What follows belongs to an exercise in optimizing a design on an open flow for small area, a short achievable clock period and few clock cycles per item; a production flow would make more cautious choices. The RTL was checked by simulation tests, not by an equivalence proof against the original design.

<file path="flow/run.sh">
#!/bin/bash
# synth_recipe.tcl (not shown) runs the flow's synth.tcl, then flattens the netlist and writes it again
# the make line also repeats each setting of config.mk as NAME=value (left out here)
make -C /OpenROAD-flow-scripts/flow DESIGN_CONFIG=/design/flow/config.mk WORK_HOME=/design/flow/orfs CLKGATE_MAP_FILE= SYNTH_SCRIPT=/design/flow/synth_recipe.tcl finish
</file>
<file path="flow/config.mk">
export PLATFORM = sky130hd
export DESIGN_NAME = iir_filter_transposed_df2
export DESIGN_NICKNAME = iir_filter_transposed_df2
export VERILOG_FILES = /design/flow/design.v
export SDC_FILE = /design/flow/constraint.sdc
export NUM_CORES = 4
export LEC_CHECK = 0
export CAP_MARGIN = 20
export CORE_MARGIN = 2
export CORE_UTILIZATION = 40
export PLACE_DENSITY = 0.6
export SLEW_MARGIN = 20
</file>
<file path="flow/constraint.sdc">
create_clock -name core_clock -period 9.0 [get_ports {clk_i}]
set_input_delay 1.8000 -clock core_clock [delete_from_list [all_inputs] [get_ports {clk_i}]]
set_output_delay 1.8000 -clock core_clock [all_outputs]
set_load 0.01 [all_outputs]
</file>
<file path="flow/design.v">
package iirt_pkg;
  typedef logic signed [15:0] sample_t;
  typedef logic signed [17:0] coef_t;
  localparam coef_t B0_RESET = 18'sd16384;
endpackage
module iirt_seq (
  input  logic               clk_i,
  input  logic               rst_ni,
  input  logic               s_tvalid_i,
  output logic               s_tready_o,
  input  iirt_pkg::sample_t  s_tdata_i,
  output logic               m_tvalid_o,
  input  logic               m_tready_i,
  output iirt_pkg::sample_t  x_o,       
  output logic               valid_o,   
  output logic               fire_o     
);
  logic              va_q, vs_q, outv_q;
  iirt_pkg::sample_t xa_q, xs_q;
  logic              acc, fire, a_free;
  assign acc    = s_tvalid_i && !vs_q;
  assign fire   = va_q && (!outv_q || m_tready_i);
  assign a_free = fire || !va_q;
  always_ff @(posedge clk_i or negedge rst_ni) begin
    if (!rst_ni) begin
      va_q   <= 1'b0;
      vs_q   <= 1'b0;
      outv_q <= 1'b0;
      xa_q   <= '0;
    end else begin
      if (a_free) begin
        if (vs_q) begin
          xa_q <= xs_q;
          va_q <= 1'b1;
          vs_q <= 1'b0;
        end else if (acc) begin
          xa_q <= s_tdata_i;
          va_q <= 1'b1;
        end else begin
          xa_q <= '0;
          va_q <= 1'b0;
        end
      end else if (acc) begin
        vs_q <= 1'b1;
      end
      if (fire) begin
        outv_q <= 1'b1;
      end else if (m_tready_i) begin
        outv_q <= 1'b0;
      end
    end
  end
  always_ff @(posedge clk_i) begin
    if (!a_free && acc) begin
      xs_q <= s_tdata_i;
    end
  end
  assign s_tready_o = !vs_q;
  assign m_tvalid_o = outv_q;
  assign x_o        = xa_q;
  assign valid_o    = va_q;
  assign fire_o     = fire;
endmodule
module iirt_datapath (
  input  logic              clk_i,
  input  logic              rst_ni,
  input  iirt_pkg::sample_t x_i,       
  input  logic              valid_i,
  input  logic              fire_i,
  input  logic              cfg_we_i,
  input  logic [2:0]        cfg_idx_i,
  input  iirt_pkg::coef_t   cfg_data_i,
  output iirt_pkg::sample_t y_o
);
  iirt_pkg::coef_t   b0_q, b1_q, b2_q, b3_q, a1_q, a2_q, a3_q;
  iirt_pkg::sample_t xp_q, yp_q;
  logic signed [35:0] w1_q;
  logic signed [34:0] w2_q;
  logic signed [33:0] w3_q;
  logic signed [35:0] ysum;
  logic signed [34:0] t1;
  logic signed [33:0] t2;
  iirt_pkg::sample_t  y_d;
  logic               flush;
  logic signed [14:0] rnd;
  assign ysum = b0_q * x_i + b1_q * xp_q + w1_q - a1_q * yp_q + rnd;
  assign rnd  = {1'b0, valid_i, 13'b0};
  assign t1   = b2_q * xp_q + w2_q - a2_q * yp_q;
  assign t2   = b3_q * xp_q + w3_q - a3_q * yp_q;
  always_comb begin
    if (ysum[35:29] == '0 || ysum[35:29] == '1) begin
      y_d = ysum[29:14];
    end else if (ysum[35]) begin
      y_d = 16'sh8000;
    end else begin
      y_d = 16'sh7fff;
    end
  end
  assign flush = cfg_we_i;
  always_ff @(posedge clk_i or negedge rst_ni) begin
    if (!rst_ni) begin
      b0_q <= iirt_pkg::B0_RESET;
      b1_q <= '0;
      b2_q <= '0;
      b3_q <= '0;
      a1_q <= '0;
      a2_q <= '0;
      a3_q <= '0;
    end else if (cfg_we_i) begin
      case (cfg_idx_i)
        3'd0: b0_q <= cfg_data_i;
        3'd1: b1_q <= cfg_data_i;
        3'd2: b2_q <= cfg_data_i;
        3'd3: b3_q <= cfg_data_i;
        3'd4: a1_q <= cfg_data_i;
        3'd5: a2_q <= cfg_data_i;
        3'd6: a3_q <= cfg_data_i;
        default: ;
      endcase
    end
  end
  always_ff @(posedge clk_i or negedge rst_ni) begin
    if (!rst_ni) begin
      xp_q <= '0;
      yp_q <= '0;
      w1_q <= '0;
      w2_q <= '0;
      w3_q <= '0;
    end else if (fire_i) begin
      xp_q <= x_i;
      yp_q <= y_d;
      w1_q <= 36'(t1);
      w2_q <= 35'(t2);
      w3_q <= '0;
    end else if (flush) begin
      xp_q <= x_i;
      yp_q <= '0;
      w1_q <= ysum;
      w2_q <= t1;
      w3_q <= t2;
    end
  end
  assign y_o = yp_q;
endmodule
module iir_filter_transposed_df2
#(
  parameter int unsigned TAPS = 4
) (
  input  logic                clk_i,
  input  logic                rst_ni,
  input  logic                s_tvalid_i,
  output logic                s_tready_o,
  input  logic signed [15:0]  s_tdata_i,    
  output logic                m_tvalid_o,
  input  logic                m_tready_i,
  output logic signed [15:0]  m_tdata_o,    
  input  logic                cfg_we_i,
  input  logic [2:0]          cfg_idx_i,
  input  logic signed [17:0]  cfg_data_i
);
  iirt_pkg::sample_t x;
  logic              valid, fire;
  iirt_seq u_seq (
    .clk_i      (clk_i),
    .rst_ni     (rst_ni),
    .s_tvalid_i (s_tvalid_i),
    .s_tready_o (s_tready_o),
    .s_tdata_i  (s_tdata_i),
    .m_tvalid_o (m_tvalid_o),
    .m_tready_i (m_tready_i),
    .x_o        (x),
    .valid_o    (valid),
    .fire_o     (fire)
  );
  iirt_datapath u_datapath (
    .clk_i      (clk_i),
    .rst_ni     (rst_ni),
    .x_i        (x),
    .valid_i    (valid),
    .fire_i     (fire),
    .cfg_we_i   (cfg_we_i),
    .cfg_idx_i  (cfg_idx_i),
    .cfg_data_i (cfg_data_i),
    .y_o        (m_tdata_o)
  );
endmodule
</file>
==> results by group <==
Logic synthesis
  – Top cell type by total area after synthesis: fa_1
  – Synth Instances: 9998
  – Syn_nets: 12977
  – Synth warn: 2
  – Number of synthesized flops with an enable pin: 16
  – Avg Inst Size Synth: 9.44 um^2
  – Register area share after synthesis: 7.98%
  – Netlist cell types: 82
  – Count of state elements after synthesis: 298
  – Post-synthesis cell area: 94400 um^2
  – Top FF cell, synth: dfrtp_1
  – Share of the synthesized area in the top cell type: 47.3%
  – FFs w/ async S/R, synth: 94.6%
  – Main area contributors after synthesis: fa_1 (47%), inv_1 (9.6%), ha_1 (9.3%), dfrtp_1 (7.4%), and2_1 (5.5%)

Min path
  – Worst min path class: flip-flop to flip-flop
  – Min-delay src: u_datapath.w3_q[1]$_DFFE_PN0P_
  – Hold path depth: 2
  – WHS Endpoint: u_datapath.w3_q[1]$_DFFE_PN0P_

Route
  – DR DRC count: 0
  – Vias/cell: 5.01
  – Mean routed wirelength per cell: 20.3 um
  – M1 wire length: 123000 um
  – Total number of vias: 70503
  – Drt pass-1 iters: 7
  – Antenna viol nets, final: 0
  – Met3 Routed Length: 18500 um
  – Highest routed layer: met5
  – Routed met2 length: 134000 um
  – Initial DRC count: 4343
  – Routed WL: 285000 um

Global routing
  – Total Routing Usage GR: 24.6%
  – Maximum number of pins on one net before global-route repair: 69
  – Global-route wire length before repair: 454000 um
  – Vias in the first global route: 78167
  – Overflow after GRT: 0
  – Initial antenna violation count: 25

Floorplanning
  – Chip height: 490 um
  – Rows: 178
  – Core Region: 235000 um^2
  – Die W: 490 um
  – Initial core utilization: 40.2%
  – Die Area: 240000 um^2
  – # IOs: 60

Finish
  – Register area: 7620 um^2
  – Share of cells above drive strength 1: 17.7%
  – Post-layout util: 47.5%
  – Area Overhead vs Synth: 18.1%
  – Nets: 13850
  – Fillers: 22039
  – Multi-input logic area: 78800 um^2

Timing
  – Actual slew at the worst max-slew pin: 1150 ps
  – Worst Setup Slack, final: -796 ps
  – Final hold slack: 536 ps
  – Max Slew Vio Count: 0
  – Final period util: 109%
  – Slew margin rel.: 23.4%
  – Final Hold Viols: 0
  – Fmax: 102 MHz
  – Clk_skew: 49.5 ps
  – # setup viols final: 31
  – Fin crit period: 9800 ps
  – RSZ-0062 raised after global routing: yes

Critical path
  – R2r endpoint: u_datapath.yp_q[11]$_DFFE_PN0P_
  – FF-to-FF path depth: 34
  – Crit-path max FO: 8
  – Slowest cell delay on critical path: 530 ps
  – Arr. time, crit path: 10290 ps
  – Critical path endpoint category: flip-flop
  – Crit-path most repeated cell: fa_1
  – Worst Path Required: 9490 ps
  – Crit path kind: flip-flop to flip-flop
  – Worst r2r src: u_datapath.xp_q[5]$_DFFE_PN0P_
  – Critical path launch point type: flip-flop
  – R2r setup slk: -800 ps
  – CP max stage cell: fa_1

Clocking
  – Clk slew on worst S/H paths: 60 ps
  – Max clock buf depth: 3
  – Htree depth: 2
  – Clk sinks: 298
  – Clock Latency Late Sink: 660 ps
  – Root buf cell: clkbuf_16
  – Hold_buf cts: 0
  – CTS tree: yes
  – TritonCTS buffer count: 42

Placement
  – Gp weighted congestion: 0.916
  – I/O Buffers: 59
  – Dpl hpwl: 236000 um

Status
  – Status: finished with violations
  – SO Faults: setup timing

Run
  – Max-Cap Viols: 0
==> cell usage in the layout, fill, tap and decap left out, types with 31 or more instances in the layout <==
cell / synthesis / layout
ha_1: 705 / 637
fa_2: 0 / 31
dfrtp_1: 281 / 215
a21oi_1: 229 / 171
mux2i_1: 66 / 65
inv_1: 2416 / 2371
o21ai_1: 4 / 43
xor2_1: 70 / 63
fa_1: 2232 / 2201
o21a_1: 46 / 46
nand2b_1: 120 / 117
a21o_1: 97 / 96
and2_1: 833 / 814
nand2_1: 1217 / 1198
o21ai_0: 187 / 126
ha_4: 0 / 57
buf_6: 2 / 64
clkbuf_16: 0 / 46
nor3_1: 43 / 37
xnor2_1: 223 / 193
dfrtp_2: 0 / 66
buf_4: 0 / 1050
inv_2: 0 / 44
clkdlybuf4s50_1: 0 / 43
buf_12: 0 / 51
nor2_1: 237 / 222
mux2_2: 143 / 143
a21oi_2: 1 / 48
==> critical path, delay by kind of cell, from the launching register on <==
family / cells / cell delay (ps)
buffers and inverters: 6 / 780
AOI/OAI and AO/OA: 12 / 2690
adders and majority gates: 11 / 4700
xor gates and xnor gates: 1 / 190
DFF: 1 / 430
and+or+nand+nor: 4 / 910
==> how the worst max path moves through the flow <==
| stage | start | to | slack (ps) | depth (start not counted) |
|---|---|---|---|---|
| after floorplan | u_datapath.yp_q[3]$_DFFE_PN0P_ | u_datapath.yp_q[5]$_DFFE_PN0P_ | -220 | 36 |
| after global placement | u_datapath.yp_q[5]$_DFFE_PN0P_ | u_datapath.w1_q[31]$_DFFE_PN0P_ | -860 | 40 |
| after detailed placement | u_datapath.yp_q[5]$_DFFE_PN0P_ | u_datapath.w1_q[35]$_DFFE_PN0P_ | -940 | 40 |
| after CTS | u_datapath.yp_q[6]$_DFFE_PN0P_ | u_datapath.yp_q[12]$_DFFE_PN0P_ | -680 | 35 |
| after global routing | u_datapath.yp_q[6]$_DFFE_PN0P_ | u_datapath.yp_q[4]$_DFFE_PN0P_ | -1040 | 36 |
| final | u_datapath.xp_q[5]$_DFFE_PN0P_ | u_datapath.yp_q[11]$_DFFE_PN0P_ | -800 | 34 |
==> final cells by class <==
| class | instances | share of cell area (%) |
|---|---|---|
| clock inverters | 26 | 0.344 |
| clock buffers | 51 | 1.02 |
| repair buffers | 1244 | 9.41 |
| well taps | 3150 | 3.53 |
| multi-input cells | 6869 | 70.7 |
| inverters | 2416 | 8.13 |
| flip-flops and latches | 298 | 6.83 |
| diodes | 24 | 0.0538 |
==> cell families (layout without fill, tap and decap cells) <==
| kind of cell | Yosys count | in the layout | synth area share [%] |
|---|---|---|---|
| adder cells (fa/ha/maj) | 2937 | 2937 | 56.7 |
| buffers and inverters | 2832 | 3737 | 11.3 |
| AND/OR/NAND/NOR | 2624 | 2624 | 13.5 |
| AO/OA/AOI/OAI | 804 | 805 | 5.45 |
| flip-flops | 298 | 298 | 7.98 |
| XOR/XNOR | 294 | 294 | 2.73 |
| multiplexers | 209 | 209 | 2.40 |
| other | 0 | 24 | 0 |
==> cell usage after synthesis (10+ instances only) <==
master,n
a221o_1,18
dfrtp_1,281
xnor2_1,223
clkbuf_1,405
and2_1,833
a2111oi_0,12
a211oi_1,31
o21a_1,46
o31ai_1,11
o21bai_1,29
nor2b_1,32
a21o_1,97
ha_1,705
nand3_1,36
nand2b_1,120
or3_1,20
nand4_1,15
nor2_1,237
nand2_1,1217
o21ai_0,187
a21oi_1,229
mux2_2,143
inv_1,2416
a21boi_0,10
and3_1,26
o211ai_1,13
xor2_1,70
a22oi_1,21
fa_1,2232
edfxtp_1,16
mux2i_1,66
nor3_1,43
a31oi_1,26
==> repair_timing <==
| action | in CTS | in global routing |
|---|---|---|
| cloned | 5 | 3 |
| setup buffers | 71 | 74 |
| gates resized for setup | 265 | 389 |
| endpoints found under the setup margin | 46 | 56 |
| endpoints found under the hold margin | 0 | 0 |
| pin swaps | 126 | 280 |
==> flip-flops by register name, indices dropped and copies added, names as in the netlist, 18 cells and up <==
name and flops:
u_datapath.b0_q 18, u_datapath.w3_q 34, u_datapath.a1_q 18, u_datapath.b2_q 18
u_datapath.w1_q 36, u_datapath.a3_q 18, u_datapath.a2_q 18, u_datapath.b3_q 18
u_datapath.b1_q 18, u_datapath.w2_q 35
==> stage by stage <==
step	setup WS (ps)	setup TNS, ps	std cells	instance area, um^2
6_report	-796	-16300	14078	112000
5_1_grt	-1040	-27150	14063	111000
4_1_cts	-680	-13060	13991	109000
3_5_place_dp	-941	-27000	13840	106000
3_3_place_gp	-862	-24720	13840	106000
2_1_floorplan	-222	-2710	9998	95100
==> routing by layer <==
layer | global-route usage [%] | vias up
met5 | 0 | -
met4 | 7.39 | 32
met3 | 4.31 | 421
met2 | 40.1 | 1861
met1 | 33.5 | 36816
li1 | - | 31373
Testbench counts, summed over its fixed seeds: cycles 8,064, items 8,000.

## afterwards: timing with drivers on the ports
How much do the figures lean on ideal ports? The routed layout below was timed once more, with nothing changed but the port constraints. Step 1: set_driving_cell puts a clkbuf_16 on clk_i and a buf_2 on each other input, an assumption about the parent block. Step 2 times the ports against the registers' clock, not the clock port: input delays grow and output delays shrink by t, the midpoint of the rising clock arrivals with the driver on. a / b / c = ideal ports / drivers / drivers and shift; a / b = the first two.
t (ns): 0.709
slack for setup (ns): -0.796 / -0.796 / -0.796
slew at the worst register clock pin (ns): 0.07 / 0.07
worst slew at a driven data input, ns: 0.11
cell pins on the clock port's net: 1
The setup slack of this run moves by 0.000 ns with the drivers and by 0.000 ns with both steps.
